This design comes from an exercise in tuning for small area and a short achievable clock period on the open sky130 flow, not from production work. The RTL was checked by simulation tests, not by an equivalence proof against the original design. Power figures rest on the tool's default switching activity, not on a simulated workload.

// camCacheTop
module camCacheTop (
    input  logic                CLK,
    input  logic                rst,
    input  logic                enable,
    input  cacheCmdPkg::cmdT    cmd,
    input  cacheGeomPkg::indexT writeIndex,
    input  cacheGeomPkg::tagT   tag,
    input  cacheGeomPkg::lineT  writeLine,
    output logic                hit,
    output cacheGeomPkg::lineT  line
);
For scale: roughly 28000 cells after synthesis, roughly 280 I/O pins, about 360000 um2 of cells after synthesis.
==> module tagCam, before the edit <==
module tagCam (
    input  logic                    CLK,
    input  logic                    rst,
    input  logic                    enable,
    input  cacheCmdPkg::cmdT        cmd,
    input  cacheGeomPkg::indexT     writeIndex,
    input  cacheGeomPkg::tagT       tag,
    output cacheGeomPkg::entryMaskT writeSel,
    output cacheGeomPkg::entryMaskT matchVec
);
    cacheGeomPkg::entryMaskT validVec;
    logic      writeEn;
    assign writeEn = enable && (cmd == cacheCmdPkg::cmdWrite);
    always_comb begin
        writeSel = '0;
        writeSel[writeIndex] = writeEn;
    end
    always_ff @(posedge CLK) begin
        if (rst) begin
            validVec <= '0;
        end else begin
            validVec <= validVec | writeSel;
        end
    end
    for (genvar i = 0; i < cacheGeomPkg::numEntries; i++) begin : gEntry
        cacheGeomPkg::tagT tagReg;
        always_ff @(posedge CLK) begin
            if (writeSel[i]) begin
                tagReg <= tag;
            end
        end
        assign matchVec[i] = validVec[i] && (tagReg == tag);
    end
endmodule
==> module matchEncoder, before the edit <==
module matchEncoder (
    input  cacheGeomPkg::entryMaskT matchVec,
    output cacheGeomPkg::entryMaskT localSel,
    output cacheGeomPkg::groupMaskT groupAny,
    output logic                    matchAny
);
    always_comb begin
        for (int g = 0; g < cacheGeomPkg::numGroups; g++) begin
            logic below;
            below = 1'b0;
            for (int k = 0; k < cacheGeomPkg::groupSize; k++) begin
                localSel[g*cacheGeomPkg::groupSize+k] = matchVec[g*cacheGeomPkg::groupSize+k] & ~below;
                below = below | matchVec[g*cacheGeomPkg::groupSize+k];
            end
            groupAny[g] = below;
        end
    end
    assign matchAny = |groupAny;
endmodule
==> module lineStore, before the edit <==
module lineStore (
    input  logic                    CLK,
    input  logic                    rst,
    input  logic                    enable,
    input  cacheCmdPkg::cmdT        cmd,
    input  cacheGeomPkg::entryMaskT writeSel,
    input  cacheGeomPkg::lineT      writeLine,
    input  cacheGeomPkg::entryMaskT localSel,
    input  cacheGeomPkg::groupMaskT groupAny,
    input  logic                    matchAny,
    output logic                    hit,
    output cacheGeomPkg::lineT      line
);
    cacheGeomPkg::lineT readLine;
    logic  writeEn;
    logic  lookupEn;
    assign writeEn  = enable && (cmd == cacheCmdPkg::cmdWrite);
    assign lookupEn = enable && (cmd == cacheCmdPkg::cmdLookup);
    cacheGeomPkg::lineT memArray [cacheGeomPkg::numEntries];
    for (genvar i = 0; i < cacheGeomPkg::numEntries; i++) begin : gLine
        always_ff @(posedge CLK) begin
            if (writeSel[i]) begin
                memArray[i] <= writeLine;
            end
        end
    end
    localparam int levels = $clog2(cacheGeomPkg::numGroups);
    cacheGeomPkg::lineT groupLine [cacheGeomPkg::numGroups];
    cacheGeomPkg::lineT nodeLine  [levels+1][cacheGeomPkg::numGroups];
    logic               nodeAny   [levels+1][cacheGeomPkg::numGroups];
    always_comb begin
        for (int g = 0; g < cacheGeomPkg::numGroups; g++) begin
            groupLine[g] = '0;
            for (int k = 0; k < cacheGeomPkg::groupSize; k++) begin
                groupLine[g] = groupLine[g]
                    | (memArray[g*cacheGeomPkg::groupSize+k]
                       & {cacheGeomPkg::lineWidth{localSel[g*cacheGeomPkg::groupSize+k]}});
            end
        end
        for (int l = 0; l <= levels; l++) begin
            for (int n = 0; n < cacheGeomPkg::numGroups; n++) begin
                nodeLine[l][n] = '0;
                nodeAny[l][n]  = 1'b0;
            end
        end
        for (int n = 0; n < cacheGeomPkg::numGroups; n++) begin
            nodeLine[0][n] = groupLine[n];
            nodeAny[0][n]  = groupAny[n];
        end
        for (int l = 1; l <= levels; l++) begin
            for (int n = 0; n < (cacheGeomPkg::numGroups >> l); n++) begin
                nodeLine[l][n] = nodeLine[l-1][2*n]
                    | (nodeLine[l-1][2*n+1] & {cacheGeomPkg::lineWidth{~nodeAny[l-1][2*n]}});
                nodeAny[l][n]  = nodeAny[l-1][2*n] | nodeAny[l-1][2*n+1];
            end
        end
        readLine = nodeLine[levels][0];
    end
    always_ff @(posedge CLK) begin
        if (rst) begin
            hit  <= 1'b0;
            line <= '0;
        end else if (lookupEn) begin
            hit  <= matchAny;
            line <= readLine;
        end else if (writeEn) begin
            hit <= 1'b0;
        end
    end
endmodule
==> flow/config.mk <==
export PLATFORM = sky130hd
export DESIGN_NAME = camCacheTop
export DESIGN_NICKNAME = camCacheTop
export VERILOG_FILES = /design/flow/design.v
export SDC_FILE = /design/flow/constraint.sdc
export NUM_CORES = 8
export LEC_CHECK = 0
export ABC_AREA = 1
export CAP_MARGIN = 30
export CORE_MARGIN = 2
export CORE_UTILIZATION = 50
export CTS_BUF_LIST = sky130_fd_sc_hd__clkbuf_16
export CTS_CLUSTER_DIAMETER = 60
export CTS_CLUSTER_SIZE = 24
export PLACE_DENSITY = 0.6
export SETUP_SLACK_MARGIN = 5
export SLEW_MARGIN = 30
export SYNTH_HIERARCHICAL = 1
export SYNTH_MEMORY_MAX_BITS = 16384
export TNS_END_PERCENT = 5
==> flow/constraint.sdc <==
create_clock -name core_clock -period 10.0 [get_ports {CLK}]
set_input_delay 2.0000 -clock core_clock [delete_from_list [all_inputs] [get_ports {CLK}]]
set_output_delay 2.0000 -clock core_clock [all_outputs]
set_load 0.01 [all_outputs]
standard.sh (not shown) runs the stock make flow with config.mk's settings and CLKGATE_MAP_FILE= SYNTH_SCRIPT=/design/flow/synth_recipe.tcl, a recipe that flattens the netlist after the stock synthesis.
==> flow/flow/run.sh <==
#!/bin/bash
# Layout flow: the standard ORFS flow with tuned repair settings (see args.sh).
set -o pipefail
source flow/args.sh
bash standard.sh "${ARGS[@]}" finish > standard.log 2>&1
==> flow/flow/args.sh <==
ARGS=(MATCH_CELL_FOOTPRINT=0 "BUFFER_PORTS_ARGS=-buffer_cell sky130_fd_sc_hd__buf_4" SETUP_SLACK_MARGIN=7 TNS_END_PERCENT=0)
The starting point produced a layout that fails on antenna violations.
Then changed:
--- a/flow/design.v
+++ b/flow/design.v
@@ -53,10 +53,23 @@
             if (writeSel[i]) begin
                 tagReg <= tag;
             end
         end
-        assign matchVec[i] = validVec[i] && (tagReg == tag);
-    end
+        tagCompare tagCompareInst (
+            .valid  (validVec[i]),
+            .stored (tagReg),
+            .tag    (tag),
+            .match  (matchVec[i])
+        );
+    end
+endmodule
+module tagCompare (
+    input  logic              valid,
+    input  cacheGeomPkg::tagT stored,
+    input  cacheGeomPkg::tagT tag,
+    output logic              match
+);
+    assign match = valid && (stored == tag);
 endmodule
 `default_nettype wire
 `timescale 1ns/1ps
 `default_nettype none
@@ -67,15 +80,17 @@
     output logic                    matchAny
 );
     always_comb begin
         for (int g = 0; g < cacheGeomPkg::numGroups; g++) begin
-            logic below;
-            below = 1'b0;
-            for (int k = 0; k < cacheGeomPkg::groupSize; k++) begin
-                localSel[g*cacheGeomPkg::groupSize+k] = matchVec[g*cacheGeomPkg::groupSize+k] & ~below;
-                below = below | matchVec[g*cacheGeomPkg::groupSize+k];
-            end
-            groupAny[g] = below;
+            logic [cacheGeomPkg::groupSize-1:0] m;
+            logic [cacheGeomPkg::groupSize-1:0] p;
+            m = matchVec[g*cacheGeomPkg::groupSize +: cacheGeomPkg::groupSize];
+            p = m;
+            for (int s = 1; s < cacheGeomPkg::groupSize; s = s * 2) begin
+                p = p | (p << s);
+            end
+            localSel[g*cacheGeomPkg::groupSize +: cacheGeomPkg::groupSize] = m & ~(p << 1);
+            groupAny[g] = |m;
         end
     end
     assign matchAny = |groupAny;
 endmodule
@@ -109,18 +124,23 @@
         end
     end
     localparam int levels = $clog2(cacheGeomPkg::numGroups);
     cacheGeomPkg::lineT groupLine [cacheGeomPkg::numGroups];
+    cacheGeomPkg::lineT termLine  [cacheGeomPkg::groupSize];
     cacheGeomPkg::lineT nodeLine  [levels+1][cacheGeomPkg::numGroups];
     logic               nodeAny   [levels+1][cacheGeomPkg::numGroups];
     always_comb begin
         for (int g = 0; g < cacheGeomPkg::numGroups; g++) begin
-            groupLine[g] = '0;
             for (int k = 0; k < cacheGeomPkg::groupSize; k++) begin
-                groupLine[g] = groupLine[g]
-                    | (memArray[g*cacheGeomPkg::groupSize+k]
-                       & {cacheGeomPkg::lineWidth{localSel[g*cacheGeomPkg::groupSize+k]}});
-            end
+                termLine[k] = memArray[g*cacheGeomPkg::groupSize+k]
+                    & {cacheGeomPkg::lineWidth{localSel[g*cacheGeomPkg::groupSize+k]}};
+            end
+            for (int w = cacheGeomPkg::groupSize / 2; w >= 1; w = w / 2) begin
+                for (int k = 0; k < w; k++) begin
+                    termLine[k] = termLine[2*k] | termLine[2*k+1];
+                end
+            end
+            groupLine[g] = termLine[0];
         end
         for (int l = 0; l <= levels; l++) begin
             for (int n = 0; n < cacheGeomPkg::numGroups; n++) begin
                 nodeLine[l][n] = '0;
Result: Now the flow passed the timing, design-rule and antenna checks. Worst setup slack improves by 0.51 ns. Routed wire length rises slightly. Maximum frequency rises by roughly a tenth. Combinational power is about the same. Hold slack is about the same. Sequential share of layout area went down by 0.66 points. Synthesized cell count rises by a few percent. Sequential cell count is unchanged. Design area rose slightly. Die area went up slightly. Clock-buffer cell count goes up by 12. Global-route usage fell by 2.3 points. Area after synthesis rises slightly. Via count grows slightly.


Another version of the RTL of camCacheTop (not shown whole).
Size: roughly 30,000 cells after synthesis, about 280 I/O pins, about 360,000 sq um of cells after synthesis.
clock: 10.0 ns
lec_check: 0
abc_area: 1
cap_margin: 30
core_margin: 2
core_utilization: 50
cts_buf_list: sky130_fd_sc_hd__clkbuf_16
cts_cluster_diameter: 60
cts_cluster_size: 24
place_density: 0.6
setup_slack_margin: 5
slew_margin: 30
synth_hierarchical: 1
synth_memory_max_bits: 16384
tns_end_percent: 5
Scripts as last shown in full above: flow/flow/run.sh, flow/flow/args.sh
The starting point produced a clean layout.
Next try:
--- a/flow/design.v
+++ b/flow/design.v
@@ -3,9 +3,9 @@
     localparam int numEntries = 64;
     localparam int tagWidth = 16;
     localparam int lineWidth = 128;
     localparam int indexWidth = $clog2(numEntries);
-    localparam int groupSize = 8;
+    localparam int groupSize = 4;
     localparam int numGroups = numEntries / groupSize;
     typedef logic [tagWidth-1:0] tagT;
     typedef logic [indexWidth-1:0] indexT;
     typedef logic [lineWidth-1:0] lineT;
@@ -67,15 +67,17 @@
     output logic                    matchAny
 );
     always_comb begin
         for (int g = 0; g < cacheGeomPkg::numGroups; g++) begin
-            logic below;
-            below = 1'b0;
-            for (int k = 0; k < cacheGeomPkg::groupSize; k++) begin
-                localSel[g*cacheGeomPkg::groupSize+k] = matchVec[g*cacheGeomPkg::groupSize+k] & ~below;
-                below = below | matchVec[g*cacheGeomPkg::groupSize+k];
-            end
-            groupAny[g] = below;
+            logic [cacheGeomPkg::groupSize-1:0] m;
+            logic [cacheGeomPkg::groupSize-1:0] p;
+            m = matchVec[g*cacheGeomPkg::groupSize +: cacheGeomPkg::groupSize];
+            p = m;
+            for (int s = 1; s < cacheGeomPkg::groupSize; s = s * 2) begin
+                p = p | (p << s);
+            end
+            localSel[g*cacheGeomPkg::groupSize +: cacheGeomPkg::groupSize] = m & ~(p << 1);
+            groupAny[g] = |m;
         end
     end
     assign matchAny = |groupAny;
 endmodule
@@ -109,18 +111,23 @@
         end
     end
     localparam int levels = $clog2(cacheGeomPkg::numGroups);
     cacheGeomPkg::lineT groupLine [cacheGeomPkg::numGroups];
+    cacheGeomPkg::lineT termLine  [cacheGeomPkg::groupSize];
     cacheGeomPkg::lineT nodeLine  [levels+1][cacheGeomPkg::numGroups];
     logic               nodeAny   [levels+1][cacheGeomPkg::numGroups];
     always_comb begin
         for (int g = 0; g < cacheGeomPkg::numGroups; g++) begin
-            groupLine[g] = '0;
             for (int k = 0; k < cacheGeomPkg::groupSize; k++) begin
-                groupLine[g] = groupLine[g]
-                    | (memArray[g*cacheGeomPkg::groupSize+k]
-                       & {cacheGeomPkg::lineWidth{localSel[g*cacheGeomPkg::groupSize+k]}});
-            end
+                termLine[k] = memArray[g*cacheGeomPkg::groupSize+k]
+                    & {cacheGeomPkg::lineWidth{localSel[g*cacheGeomPkg::groupSize+k]}};
+            end
+            for (int w = cacheGeomPkg::groupSize / 2; w >= 1; w = w / 2) begin
+                for (int k = 0; k < w; k++) begin
+                    termLine[k] = termLine[2*k] | termLine[2*k+1];
+                end
+            end
+            groupLine[g] = termLine[0];
         end
         for (int l = 0; l <= levels; l++) begin
             for (int n = 0; n < cacheGeomPkg::numGroups; n++) begin
                 nodeLine[l][n] = '0;
What happened:
- The new run completed with no timing, DRC or antenna violations
- die area decreases by 0.56%
- wire length stays flat
- setup slack improved by 28 ps
- register-to-register slack improved by 200 ps
- worst hold slack barely changes
- via count increases by 0.32%

separate check: timing with driven ports:
In the flow no input, the clock included, has a driving cell. The finished layouts below were timed again as built, in two steps.
Step 1 (the two cells are an assumption about what drives the block):
set clk [get_ports {CLK}]
set_driving_cell -lib_cell sky130_fd_sc_hd__clkbuf_16 $clk
set_driving_cell -lib_cell sky130_fd_sc_hd__buf_2 [delete_from_list [all_inputs] $clk]
Step 2 also shifts input and output timing later by t, the mid clock arrival at the registers, as if the neighbouring blocks saw the same clock.
a / b / c = ideal / step 1 / step 2; a / b = the first two.
run | shift t [ns] | slack for setup (ns) | hold slack, ns | latest minus earliest clock arrival (ns) | cell pins on the clock port's net
the first run of note 1 | 1.349 | 5.213 / 5.345 / 3.996 | 0.457 / 0.457 / 0.457 | 0.076 / 0.075 | 1
the second run of note 1 | 1.353 | 5.719 / 5.567 / 4.213 | 0.456 / 0.456 / 0.456 | 0.099 / 0.099 | 1
the first run of note 2 | 1.413 | 5.567 / 5.432 / 4.019 | 0.460 / 0.460 / 0.460 | 0.087 / 0.087 | 1
the second run of note 2 | 1.360 | 5.595 / 5.424 / 4.064 | 0.462 / 0.462 / 0.462 | 0.082 / 0.082 | 1
For the first run of note 2, which loses most, drivers alone change the setup slack by -0.135 ns; drivers and shift together by -1.548 ns.
